Background: an optimization exercise with open tools, aiming at small area, a short achievable clock period and few clock cycles. Do not read the settings as production practice. The RTL was checked by simulation tests, not by an equivalence proof against the original design.

===== flow/design.v =====
`timescale 1ns / 1ps
package rstk_pkg;
	localparam logic [1:0] CMD_SEND  = 2'd0;
	localparam logic [1:0] CMD_ACK   = 2'd1;
	localparam logic [1:0] CMD_OTHER = 2'd2;
	localparam logic [1:0] CMD_TICK  = 2'd3;
	localparam logic [3:0] KIND_SENT      = 4'd0;
	localparam logic [3:0] KIND_FULL      = 4'd1;
	localparam logic [3:0] KIND_NOT_EST   = 4'd2;
	localparam logic [3:0] KIND_REDUNDANT = 4'd3;
	localparam logic [3:0] KIND_ACKED     = 4'd4;
	localparam logic [3:0] KIND_ACTIVITY  = 4'd5;
	localparam logic [3:0] KIND_RESEND    = 4'd6;
	localparam logic [3:0] KIND_HEARTBEAT = 4'd7;
	localparam logic [3:0] KIND_DEAD      = 4'd8;
	localparam logic [3:0] KIND_SCAN_DONE = 4'd9;
	localparam logic [1:0] REG_IS_SERVER = 2'd0;
	localparam logic [1:0] REG_LINK      = 2'd1;
	localparam logic [1:0] REG_DEAD      = 2'd2;
	localparam logic [1:0] REG_HEARTBEAT = 2'd3;
	localparam logic [31:0] DEAD_RESET      = 32'd3600000;
	localparam logic [31:0] HEARTBEAT_RESET = 32'd240000;
	localparam logic [31:0] RTT_RESET       = 32'd20;
	localparam logic [34:0] RECIP5_MUL      = 35'h6_6666_6667;
	localparam int          RECIP5_SH       = 37;
	localparam int          DIV_W           = 35;
	localparam int          TIME_W          = 48;
	typedef enum logic [1:0] {
		SLOT_ZERO,
		SLOT_IDX,
		SLOT_ACK
	} slot_sel_t;
	typedef struct packed {
		logic      latch;
		logic      idx_from_ptr;
		logic      idx_step;
		logic      alloc;
		logic      mod_start;
		logic      mod_rd;
		logic      sample_cap;
		logic      sum_start;
		logic      ack_fin;
		logic      gap_cap;
		logic      dead_clr;
		logic      scan_init;
		logic      scan_rd;
		logic      scan_wr;
		logic      emit;
		logic [3:0] kind;
		slot_sel_t slot_sel;
		logic      last;
	} rstk_cmd_t;
	typedef struct packed {
		logic [1:0] cmd;
		logic       link;
		logic       full;
		logic       idx_busy;
		logic       ack_busy;
		logic       div_busy;
		logic       dead_hit;
		logic       hb_hit;
		logic       scan_hit;
		logic       idx_last;
		logic       can_emit;
	} rstk_stat_t;
endpackage
`timescale 1ns / 1ps
module rstk_ram #(
	parameter int WIDTH = 48,
	parameter int DEPTH = 32
) (
	input  logic                                  clk,
	input  logic                                  we,
	input  logic [(DEPTH > 1 ? $clog2(DEPTH) : 1)-1:0] waddr,
	input  logic [WIDTH-1:0]                      wdata,
	input  logic                                  re,
	input  logic [(DEPTH > 1 ? $clog2(DEPTH) : 1)-1:0] raddr,
	output logic [WIDTH-1:0]                      rdata
);
	logic [WIDTH-1:0] mem_q [DEPTH];
	logic [WIDTH-1:0] rdata_q;
	always_ff @(posedge clk) begin
		if (we) begin
			mem_q[waddr] <= wdata;
		end
		if (re) begin
			rdata_q <= mem_q[raddr];
		end
	end
	assign rdata = rdata_q;
endmodule
`timescale 1ns / 1ps
module rstk_ctrl
(
	input  logic       clk,
	input  logic       arst_n,
	input  logic       in_valid,
	output logic       in_ready,
	input  rstk_pkg::rstk_stat_t stat,
	output rstk_pkg::rstk_cmd_t  cmd
);
	typedef enum logic [4:0] {
		ST_IDLE, ST_DISP,
		ST_S_CHK, ST_S_SCAN,
		ST_A_MOD, ST_A_MODW, ST_A_CHK, ST_A_SUM, ST_A_DIVW, ST_A_FIN, ST_A_EMIT,
		ST_O_EMIT,
		ST_T_GAP, ST_T_DEC, ST_T_RD, ST_T_CMP, ST_T_END
	} state_t;
	state_t state_q, state_d;
	always_ff @(posedge clk or negedge arst_n) begin
		if (!arst_n) begin
			state_q <= ST_IDLE;
		end else begin
			state_q <= state_d;
		end
	end
	assign in_ready = (state_q == ST_IDLE);
	always_comb begin
		cmd = '0;
		cmd.slot_sel = rstk_pkg::SLOT_ZERO;
		state_d = state_q;
		case (state_q)
			ST_IDLE: begin
				if (in_valid) begin
					cmd.latch = 1'b1;
					state_d = ST_DISP;
				end
			end
			ST_DISP: begin
				case (stat.cmd)
					rstk_pkg::CMD_SEND:  state_d = ST_S_CHK;
					rstk_pkg::CMD_ACK:   state_d = ST_A_MOD;
					rstk_pkg::CMD_OTHER: state_d = ST_O_EMIT;
					default:   state_d = ST_T_GAP;
				endcase
			end
			ST_S_CHK: begin
				if (!stat.link || stat.full) begin
					cmd.kind = stat.link ? rstk_pkg::KIND_FULL : rstk_pkg::KIND_NOT_EST;
					cmd.last = 1'b1;
					if (stat.can_emit) begin
						cmd.emit = 1'b1;
						state_d = ST_IDLE;
					end
				end else begin
					cmd.idx_from_ptr = 1'b1;
					state_d = ST_S_SCAN;
				end
			end
			ST_S_SCAN: begin
				if (stat.idx_busy) begin
					cmd.idx_step = 1'b1;
				end else if (stat.can_emit) begin
					cmd.alloc = 1'b1;
					cmd.emit = 1'b1;
					cmd.kind = rstk_pkg::KIND_SENT;
					cmd.slot_sel = rstk_pkg::SLOT_IDX;
					cmd.last = 1'b1;
					state_d = ST_IDLE;
				end
			end
			ST_A_MOD: begin
				cmd.mod_start = 1'b1;
				state_d = ST_A_MODW;
			end
			ST_A_MODW: begin
				if (!stat.div_busy) begin
					cmd.mod_rd = 1'b1;
					state_d = ST_A_CHK;
				end
			end
			ST_A_CHK: begin
				if (stat.ack_busy) begin
					cmd.sample_cap = 1'b1;
					state_d = ST_A_SUM;
				end else begin
					cmd.kind = rstk_pkg::KIND_REDUNDANT;
					cmd.last = 1'b1;
					if (stat.can_emit) begin
						cmd.emit = 1'b1;
						state_d = ST_IDLE;
					end
				end
			end
			ST_A_SUM: begin
				cmd.sum_start = 1'b1;
				state_d = ST_A_DIVW;
			end
			ST_A_DIVW: begin
				if (!stat.div_busy) begin
					state_d = ST_A_FIN;
				end
			end
			ST_A_FIN: begin
				cmd.ack_fin = 1'b1;
				state_d = ST_A_EMIT;
			end
			ST_A_EMIT: begin
				cmd.kind = rstk_pkg::KIND_ACKED;
				cmd.slot_sel = rstk_pkg::SLOT_ACK;
				cmd.last = 1'b1;
				if (stat.can_emit) begin
					cmd.emit = 1'b1;
					state_d = ST_IDLE;
				end
			end
			ST_O_EMIT: begin
				cmd.kind = rstk_pkg::KIND_ACTIVITY;
				cmd.last = 1'b1;
				if (stat.can_emit) begin
					cmd.emit = 1'b1;
					state_d = ST_IDLE;
				end
			end
			ST_T_GAP: begin
				cmd.gap_cap = 1'b1;
				state_d = ST_T_DEC;
			end
			ST_T_DEC: begin
				if (stat.dead_hit || stat.hb_hit) begin
					cmd.kind = stat.dead_hit ? rstk_pkg::KIND_DEAD :
						(stat.link ? rstk_pkg::KIND_HEARTBEAT : rstk_pkg::KIND_NOT_EST);
					cmd.last = 1'b1;
					if (stat.can_emit) begin
						cmd.emit = 1'b1;
						cmd.dead_clr = stat.dead_hit;
						state_d = ST_IDLE;
					end
				end else begin
					cmd.scan_init = 1'b1;
					state_d = ST_T_RD;
				end
			end
			ST_T_RD: begin
				cmd.scan_rd = 1'b1;
				state_d = ST_T_CMP;
			end
			ST_T_CMP: begin
				cmd.kind = rstk_pkg::KIND_RESEND;
				cmd.slot_sel = rstk_pkg::SLOT_IDX;
				if (!(stat.scan_hit && stat.link) || stat.can_emit) begin
					cmd.scan_wr = stat.scan_hit;
					cmd.emit = stat.scan_hit && stat.link;
					if (stat.idx_last) begin
						state_d = ST_T_END;
					end else begin
						cmd.idx_step = 1'b1;
						state_d = ST_T_RD;
					end
				end
			end
			ST_T_END: begin
				cmd.kind = rstk_pkg::KIND_SCAN_DONE;
				cmd.last = 1'b1;
				if (stat.can_emit) begin
					cmd.emit = 1'b1;
					state_d = ST_IDLE;
				end
			end
			default: state_d = ST_IDLE;
		endcase
	end
endmodule
`timescale 1ns / 1ps
module rstk_dp
#(
	parameter int SLOTS = 32
) (
	input  logic         clk,
	input  logic         arst_n,
	input  logic         cfg_we,
	input  logic [1:0]   cfg_index,
	input  logic [31:0]  cfg_data,
	input  logic [1:0]   command,
	input  logic [15:0]  ack_number,
	input  logic [47:0]  now_ms,
	input  logic         out_ready,
	output logic         out_valid,
	output logic [3:0]   result_kind,
	output logic [4:0]   slot_index,
	output logic [31:0]  smoothed_rtt_ms,
	output logic [31:0]  min_rtt_ms,
	output logic         last_result,
	input  rstk_pkg::rstk_cmd_t    cmd,
	output rstk_pkg::rstk_stat_t   stat
);
	localparam int SW = (SLOTS > 1) ? $clog2(SLOTS) : 1;
	localparam logic [SW-1:0] IDX_LAST = SW'(SLOTS - 1);
	localparam logic [21:0] MOD_MUL = 22'((2**22 + SLOTS - 1) / SLOTS);
	localparam logic [15:0] SLOTS16 = 16'(SLOTS);
	logic              is_server_q, link_q;
	logic [31:0]       dead_q, hb_q;
	logic [SLOTS-1:0]  busy_q;
	logic [SW:0]       cnt_q;
	logic [SW-1:0]     ptr_q, idx_q, ack_slot_q;
	logic [31:0]       rtt_q, rmin_q;
	logic [47:0]       last_act_q;
	logic [1:0]        cmd_q;
	logic [15:0]       ackn_q;
	logic [47:0]       now_q, gap_q;
	logic [31:0]       sample_q;
	logic [32:0]       step_q;
	logic [37:0]       mod_prod;
	logic [15:0]       mod_q_q, mod_rem;
	logic [rstk_pkg::DIV_W-1:0]  div_x_q;
	logic [17:0]       div_mul_b;
	logic [52:0]       div_pp, div_lo_q, div_hi_q;
	logic [69:0]       div_sum;
	logic [31:0]       div_quo_q;
	logic [1:0]        div_cnt_q;
	logic              out_valid_q, last_q;
	logic [3:0]        kind_q;
	logic [4:0]        slot_q;
	logic [31:0]       out_rtt_q, out_min_q;
	logic [47:0]       send_rdata, dl_rdata, dl_wdata, diff;
	logic              dl_we;
	logic [SW-1:0]     raddr;
	logic [SW-1:0]     idx_next;
	assign idx_next = (idx_q == IDX_LAST) ? '0 : idx_q + 1'b1;
	assign raddr    = cmd.mod_rd ? mod_rem[SW-1:0] : idx_q;
	assign dl_we    = cmd.alloc || cmd.scan_wr;
	assign dl_wdata = cmd.alloc ? now_q + 48'(rtt_q) : dl_rdata + 48'(step_q);
	assign diff     = now_q - send_rdata;
	assign mod_prod = 38'(ackn_q) * 38'(MOD_MUL);
	assign mod_rem  = ackn_q - mod_q_q * SLOTS16;
	assign div_mul_b = (div_cnt_q == 2'd3) ? rstk_pkg::RECIP5_MUL[17:0] : {1'b0, rstk_pkg::RECIP5_MUL[34:18]};
	assign div_pp    = 53'(div_x_q) * 53'(div_mul_b);
	assign div_sum   = {div_hi_q[51:0], 18'd0} + 70'(div_lo_q);
	rstk_ram #(.WIDTH(rstk_pkg::TIME_W), .DEPTH(SLOTS)) u_send_ram (
		.clk   (clk),
		.we    (cmd.alloc),
		.waddr (idx_q),
		.wdata (now_q),
		.re    (cmd.mod_rd),
		.raddr (raddr),
		.rdata (send_rdata)
	);
	rstk_ram #(.WIDTH(rstk_pkg::TIME_W), .DEPTH(SLOTS)) u_dl_ram (
		.clk   (clk),
		.we    (dl_we),
		.waddr (idx_q),
		.wdata (dl_wdata),
		.re    (cmd.scan_rd),
		.raddr (raddr),
		.rdata (dl_rdata)
	);
	always_ff @(posedge clk or negedge arst_n) begin
		if (!arst_n) begin
			is_server_q <= 1'b1;
			link_q      <= 1'b0;
			dead_q      <= rstk_pkg::DEAD_RESET;
			hb_q        <= rstk_pkg::HEARTBEAT_RESET;
			busy_q      <= '0;
			cnt_q       <= '0;
			ptr_q       <= '0;
			rtt_q       <= rstk_pkg::RTT_RESET;
			rmin_q      <= rstk_pkg::RTT_RESET;
			last_act_q  <= '0;
			div_cnt_q   <= '0;
			out_valid_q <= 1'b0;
		end else begin
			if (cfg_we) begin
				case (cfg_index)
					rstk_pkg::REG_IS_SERVER: is_server_q <= cfg_data[0];
					rstk_pkg::REG_LINK:      link_q      <= cfg_data[0];
					rstk_pkg::REG_DEAD:      dead_q      <= cfg_data;
					rstk_pkg::REG_HEARTBEAT: hb_q        <= cfg_data;
					default:       is_server_q <= is_server_q;
				endcase
			end
			if (cmd.latch && (command == rstk_pkg::CMD_ACK || command == rstk_pkg::CMD_OTHER)) begin
				last_act_q <= now_ms;
			end
			if (cmd.alloc) begin
				busy_q[idx_q] <= 1'b1;
				cnt_q         <= cnt_q + 1'b1;
				ptr_q         <= idx_next;
			end
			if (cmd.ack_fin) begin
				rtt_q <= div_quo_q;
				if (div_quo_q < rmin_q) begin
					rmin_q <= div_quo_q;
				end
				busy_q[ack_slot_q] <= 1'b0;
				if (cnt_q != '0) begin
					cnt_q <= cnt_q - 1'b1;
				end
			end
			if (cmd.dead_clr) begin
				busy_q <= '0;
				cnt_q  <= '0;
			end
			if (cmd.sum_start) begin
				div_cnt_q <= 2'd3;
			end else if (div_cnt_q != '0) begin
				div_cnt_q <= div_cnt_q - 1'b1;
			end
			if (cmd.emit) begin
				out_valid_q <= 1'b1;
			end else if (out_ready) begin
				out_valid_q <= 1'b0;
			end
		end
	end
	always_ff @(posedge clk) begin
		if (cmd.latch) begin
			cmd_q  <= command;
			ackn_q <= ack_number;
			now_q  <= now_ms;
		end
		if (cmd.idx_from_ptr) begin
			idx_q <= ptr_q;
		end else if (cmd.scan_init) begin
			idx_q <= '0;
		end else if (cmd.idx_step) begin
			idx_q <= idx_next;
		end
		if (cmd.scan_init) begin
			step_q <= 33'(rtt_q) + 33'(rtt_q >> 1);
		end
		if (cmd.gap_cap) begin
			gap_q <= (now_q > last_act_q) ? now_q - last_act_q : '0;
		end
		if (cmd.mod_start) begin
			mod_q_q <= mod_prod[37:22];
		end
		if (cmd.mod_rd) begin
			ack_slot_q <= mod_rem[SW-1:0];
		end
		if (cmd.sample_cap) begin
			if (now_q <= send_rdata) begin
				sample_q <= 32'd1;
			end else if (diff[47:32] != '0) begin
				sample_q <= '1;
			end else begin
				sample_q <= diff[31:0];
			end
		end
		if (cmd.sum_start) begin
			div_x_q <= rstk_pkg::DIV_W'({rtt_q, 2'b00}) + rstk_pkg::DIV_W'(sample_q);
		end
		if (div_cnt_q == 2'd3) begin
			div_lo_q <= div_pp;
		end
		if (div_cnt_q == 2'd2) begin
			div_hi_q <= div_pp;
		end
		if (div_cnt_q == 2'd1) begin
			div_quo_q <= div_sum[rstk_pkg::RECIP5_SH+31:rstk_pkg::RECIP5_SH];
		end
		if (cmd.emit) begin
			kind_q    <= cmd.kind;
			last_q    <= cmd.last;
			out_rtt_q <= rtt_q;
			out_min_q <= rmin_q;
			case (cmd.slot_sel)
				rstk_pkg::SLOT_IDX: slot_q <= 5'(idx_q);
				rstk_pkg::SLOT_ACK: slot_q <= 5'(ack_slot_q);
				default:  slot_q <= '0;
			endcase
		end
	end
	assign stat.cmd      = cmd_q;
	assign stat.link     = link_q;
	assign stat.full     = (cnt_q >= (SW+1)'(SLOTS));
	assign stat.idx_busy = busy_q[idx_q];
	assign stat.ack_busy = busy_q[ack_slot_q];
	assign stat.div_busy = (div_cnt_q != '0);
	assign stat.dead_hit = is_server_q && (gap_q >= 48'(dead_q));
	assign stat.hb_hit   = is_server_q && (gap_q > 48'(hb_q));
	assign stat.scan_hit = busy_q[idx_q] && (dl_rdata <= now_q);
	assign stat.idx_last = (idx_q == IDX_LAST);
	assign stat.can_emit = !out_valid_q || out_ready;
	assign out_valid       = out_valid_q;
	assign result_kind     = kind_q;
	assign slot_index      = slot_q;
	assign smoothed_rtt_ms = out_rtt_q;
	assign min_rtt_ms      = out_min_q;
	assign last_result     = last_q;
endmodule
`timescale 1ns / 1ps
module retransmit_slot_tracker
#(
	parameter int SLOTS = 32
) (
	input  logic        clk,
	input  logic        arst_n,
	input  logic        cfg_we,
	input  logic [1:0]  cfg_index,
	input  logic [31:0] cfg_data,
	input  logic        in_valid,
	output logic        in_ready,
	input  logic [1:0]  command,
	input  logic [15:0] ack_number,
	input  logic [47:0] now_ms,
	output logic        out_valid,
	input  logic        out_ready,
	output logic [3:0]  result_kind,
	output logic [4:0]  slot_index,
	output logic [31:0] smoothed_rtt_ms,
	output logic [31:0] min_rtt_ms,
	output logic        last_result
);
	rstk_pkg::rstk_cmd_t  cmd;
	rstk_pkg::rstk_stat_t stat;
	rstk_ctrl u_ctrl (
		.clk      (clk),
		.arst_n   (arst_n),
		.in_valid (in_valid),
		.in_ready (in_ready),
		.stat     (stat),
		.cmd      (cmd)
	);
	rstk_dp #(.SLOTS(SLOTS)) u_dp (
		.clk             (clk),
		.arst_n          (arst_n),
		.cfg_we          (cfg_we),
		.cfg_index       (cfg_index),
		.cfg_data        (cfg_data),
		.command         (command),
		.ack_number      (ack_number),
		.now_ms          (now_ms),
		.out_ready       (out_ready),
		.out_valid       (out_valid),
		.result_kind     (result_kind),
		.slot_index      (slot_index),
		.smoothed_rtt_ms (smoothed_rtt_ms),
		.min_rtt_ms      (min_rtt_ms),
		.last_result     (last_result),
		.cmd             (cmd),
		.stat            (stat)
	);
endmodule

===== flow/constraint.sdc =====
create_clock -name core_clock -period 10.0 [get_ports {clk}]
set_input_delay 2.0000 -clock core_clock [delete_from_list [all_inputs] [get_ports {clk}]]
set_output_delay 2.0000 -clock core_clock [all_outputs]
set_load 0.01 [all_outputs]

===== flow/run.sh =====
#!/bin/bash
# synth_recipe.tcl (not shown) runs the flow's synth.tcl, then flattens the netlist and writes it again
# the make line also repeats each setting of config.mk as NAME=value (left out here)
make -C /OpenROAD-flow-scripts/flow DESIGN_CONFIG=/design/flow/config.mk WORK_HOME=/design/flow/orfs CLKGATE_MAP_FILE= SYNTH_SCRIPT=/design/flow/synth_recipe.tcl finish

===== flow/config.mk =====
export PLATFORM = sky130hd
export DESIGN_NAME = retransmit_slot_tracker
export DESIGN_NICKNAME = retransmit_slot_tracker
export VERILOG_FILES = /design/flow/design.v
export SDC_FILE = /design/flow/constraint.sdc
export NUM_CORES = 4
export LEC_CHECK = 0
export CAP_MARGIN = 20
export CORE_MARGIN = 2
export CORE_UTILIZATION = 40
export SLEW_MARGIN = 20

==> run summary <==
-- critical path, stage by stage (launching register included) --
cell       delay, ns
dfrtp_1         0.51
ha_4            0.60
inv_1           0.66
nand2_1         0.24
nand2_1         0.10
ha_1            0.36
inv_1           0.08
fa_1            0.48
inv_1           0.05
fa_1            0.53
fa_1            0.45
fa_1            0.52
inv_1           0.06
fa_1            0.48
inv_1           0.05
ha_1            0.34
nand2_1         0.11
nor2_1          0.05
a2111oi_0       0.58
o211a_1         0.34
o21bai_1        0.20
a21o_1          0.26
o311ai_1        0.48
nor4b_1         0.41
o31ai_1         0.21
a221oi_1        0.38
xnor2_1         0.11
-- worst max-delay path by stage --
stage               depth (start not counted)  slack [ns]              start                end
floorplan                                  26        1.90  u_dp.div_cnt_q[0]  u_dp.div_lo_q[52]
global placement                           25        1.21  u_dp.div_cnt_q[0]  u_dp.div_lo_q[52]
detailed placement                         23        1.08  u_dp.div_cnt_q[0]  u_dp.div_lo_q[52]
CTS                                        26        1.05  u_dp.div_cnt_q[0]  u_dp.div_lo_q[52]
global route                               23        0.62  u_dp.div_cnt_q[0]  u_dp.div_lo_q[52]
finish                                     26        1.06  u_dp.div_cnt_q[0]  u_dp.div_lo_q[52]
-- layer usage --
layer / GRT usage [%] / up-vias
met3: 2.82 / 807
met2: 37.6 / 4402
li1: - / 44300
met4: 7.99 / 2
met5: 0 / -
met1: 31.9 / 54400
-- cell usage after synthesis, drive strengths merged, types with 65 or more instances --
master	number
o21bai	76
dfrtp	206
o21a	65
edfxtp	3573
clkbuf	340
a21o	233
xnor2	221
a21oi	409
o21ai	243
nand3	661
inv	768
nor2b	92
mux2	180
ha	609
nor3	111
nand4	71
nand2	1196
mux4	788
nand2b	82
nor2	431
buf	146
xor2	126
fa	380
-- metrics by stage --
| stage | instances | util (%) | hold WS [ns] | area, um^2 |
|---|---|---|---|---|
| after global placement | 17400 | 42.5 | 0.448 | 188000 |
| after detailed placement | 17400 | 42.6 | 0.458 | 188000 |
| after global routing | 18100 | 45.5 | 0.466 | 201000 |
| after CTS | 18100 | 45.5 | 0.438 | 201000 |
| after floorplan | 11500 | - | 0.400 | 177000 |
| final | 18100 | 45.5 | 0.449 | 201000 |
-- state kept, by name, indices dropped and copies added (netlist names), 33 cells and up --
name                     count
u_dp.u_send_ram.mem_q     1536
u_dp.gap_q                  48
u_dp.last_act_q             48
u_dp.now_q                  48
u_dp.div_x_q                35
u_dp.u_dl_ram.mem_q       1536
u_dp.u_dl_ram.rdata_q       48
u_dp.div_hi_q               51
u_dp.step_q                 33
u_dp.u_send_ram.rdata_q     48
u_dp.div_lo_q               35
-- cell families after synthesis --
family,after synthesis,synth area share (%)
buffers and inverters,1254,2.72
and+or+nand+nor,2841,7.24
adders and majority gates,989,8.59
muxes,995,11.3
DFF,3802,63.8
AOI/OAI and AO/OA,1294,4.68
xor gates and xnor gates,347,1.71
-- area by class of cell --
type | instances | area [um^2] | share of cell area, %
antenna | 10 | 25.0 | 0.0125
clock buffer | 475 | 10200 | 5.10
clock inverter | 243 | 2450 | 1.22
inverter | 768 | 2880 | 1.44
multi-input combinational | 6466 | 60500 | 30.1
sequential | 3802 | 113000 | 56.3
tap | 5904 | 7390 | 3.68
timing repair buffer | 454 | 4250 | 2.12
==> run summary <==
- I/O pin count: 181
- Hold path depth: 0
- M1 WL: roughly 220000 um
- Post-CTS Setup Repair Bufs: 0
- Core ar.: 441000 um^2
- Share of the synthesized area in the top cell type: about 61%
- Grt total ovfl: 0
- Synth Flop Type: edfxtp_1
- Final RePlAce weighted congestion: about 0.90
- CTS root buf: clkbuf_16
- Drt wl/cell: slightly below 30 um
- Synth warn: 3
- TNS Setup: 0 ns
- Hold path start: u_dp.sample_q[1]
- Drt drc: 0
- Pin count of the biggest net entering global routing: 150
- First-pass GRT wire length: about 750000 um
- H-tree levels: 5
- Syn Area/Cell: between 15 and 20 um^2
- IO buf count: ~170
- Final worst-path cycle share: just under 90%
- Die Area: about 450000 um^2
- CTS sink cnt: 3802
- Worst R2R Path Depth: 26
- Filler cell count: 38.4k
- Starting Density: about 40%
- Async SR Flop Fraction: 6.02%
- # rows: approximately 240
- Synth area leaders: edfxtp_1 (61%), mux4_2 (10%), ha_1 (4.3%), fa_1 (4.3%), dfrtp_1 (2.9%)
- WP data required: 10.69 ns
- Final setup viols: 0
- Worst setup SP type: flip-flop
- Setup Skew: roughly 0.11 ns
- Area Growth Syn to Fin: 13.2%
- Tightest Hold Check Type: flip-flop to flip-flop
- Hold endpoint: u_dp.div_x_q[1]
- Synth Net Count: ~13k
- Maxcap violations: 0
- WS Path Type: flip-flop to flip-flop
- Launching point of the worst reg2reg path: u_dp.div_cnt_q[0]
- Routed Antenna Nets: 0
- GRT Overall Usage: roughly 23%
- Die Y-Extent: around 670 um
- Worst setup margin: ~1.1 ns
- Wire length on met3: 37100 um
- Cts hold-fix bufs: 0
- Reg2Reg Setup Slack: 1.06 ns
- Worst-path clk slew: 0.06 ns
- Share of layout cells above drive strength 1: 16.6%
- Commonest cells after routing, fill and taps aside: edfxtp_1 (3573), nand2_1 (1193), mux4_2 (788)
- Post-cts resize count: 0
- Die width: 670 um
- Fin crit period: roughly 8.9 ns
- Max FO, Critical Path: between 50 and 60
- Worst reg2reg endpoint: u_dp.div_lo_q[52]
- Final hold violations: 0
- Post-Route WL: around 520000 um
- Met2 WL: 250000 um
- Vias per Instance: between 5 and 6
- Critical Path AT: just under 10 ns
- Place WS: around 1.1 ns
- DP HPWL: between 300000 and 400000 um
- RSZ-0062 raised after global routing: false
- Initial detailed-routing violation count: ~12k
- Synth Cell Area: ~180000 um^2
- Status: timing/DRC/antenna clean
- Vias: a little over 100k
- Sequential element share of the synthesized area: between 60% and 70%
- Number of max-slew violations in the final report: 0
- Syn Inst Count: around 12k
- Top sig layer: met5
- Clock latency on the worst-skew pair: 1.00 ns
- TritonRoute pass-1 iters: 6
- CP endpoint kind: flip-flop
- Rel. slew slack: between 20% and 30%
- #FFs+latches synth: around 3.8k
- Antenna violations before repair: 29
- CTS tree: done
- Commonest non-fill, non-tap cell in the layout: edfxtp_1
- Num CTS Buffers: around 390
- Clock Path Buffers: 4
- Layout Nets: around 13k
- Measured slew at the worst slew-check pin: between 1 and 1.5 ns
- Number of global-route vias before repair: roughly 110k
- EDFF count, synth: between 3k and 4k
- Fmax: 112 MHz
- Cell variety after synth: 86
- Dominant cell type by area after synthesis: edfxtp_1
Testbench counts, summed over its fixed seeds: cycles 55,725.

[re-timing with driven ports]
Ports are ideal in the flow. The routed layout listed here was re-timed in OpenROAD. Step 1 sets driving cells, clkbuf_16 on the clock port and buf_2 on the other inputs (assumed; they add their load-dependent delay and slew). Step 2 also shifts input and output timing later by t, the mid clock arrival at the registers, as if the neighbouring blocks saw the same clock. Three values: ideal, step 1, step 2; two values: the first two.
shift t [ns]: 1.054
slack for setup (ns): 1.059 / 1.059 / 1.059
worst setup path after step 2: register to register
slew at the worst register clock pin (ns): 0.07 / 0.07
worst data-port slew with drivers (ns): 0.31
After both steps this run still meets setup and hold. The setup slack of this run moves by 0.000 ns with the drivers and by 0.000 ns with both steps.
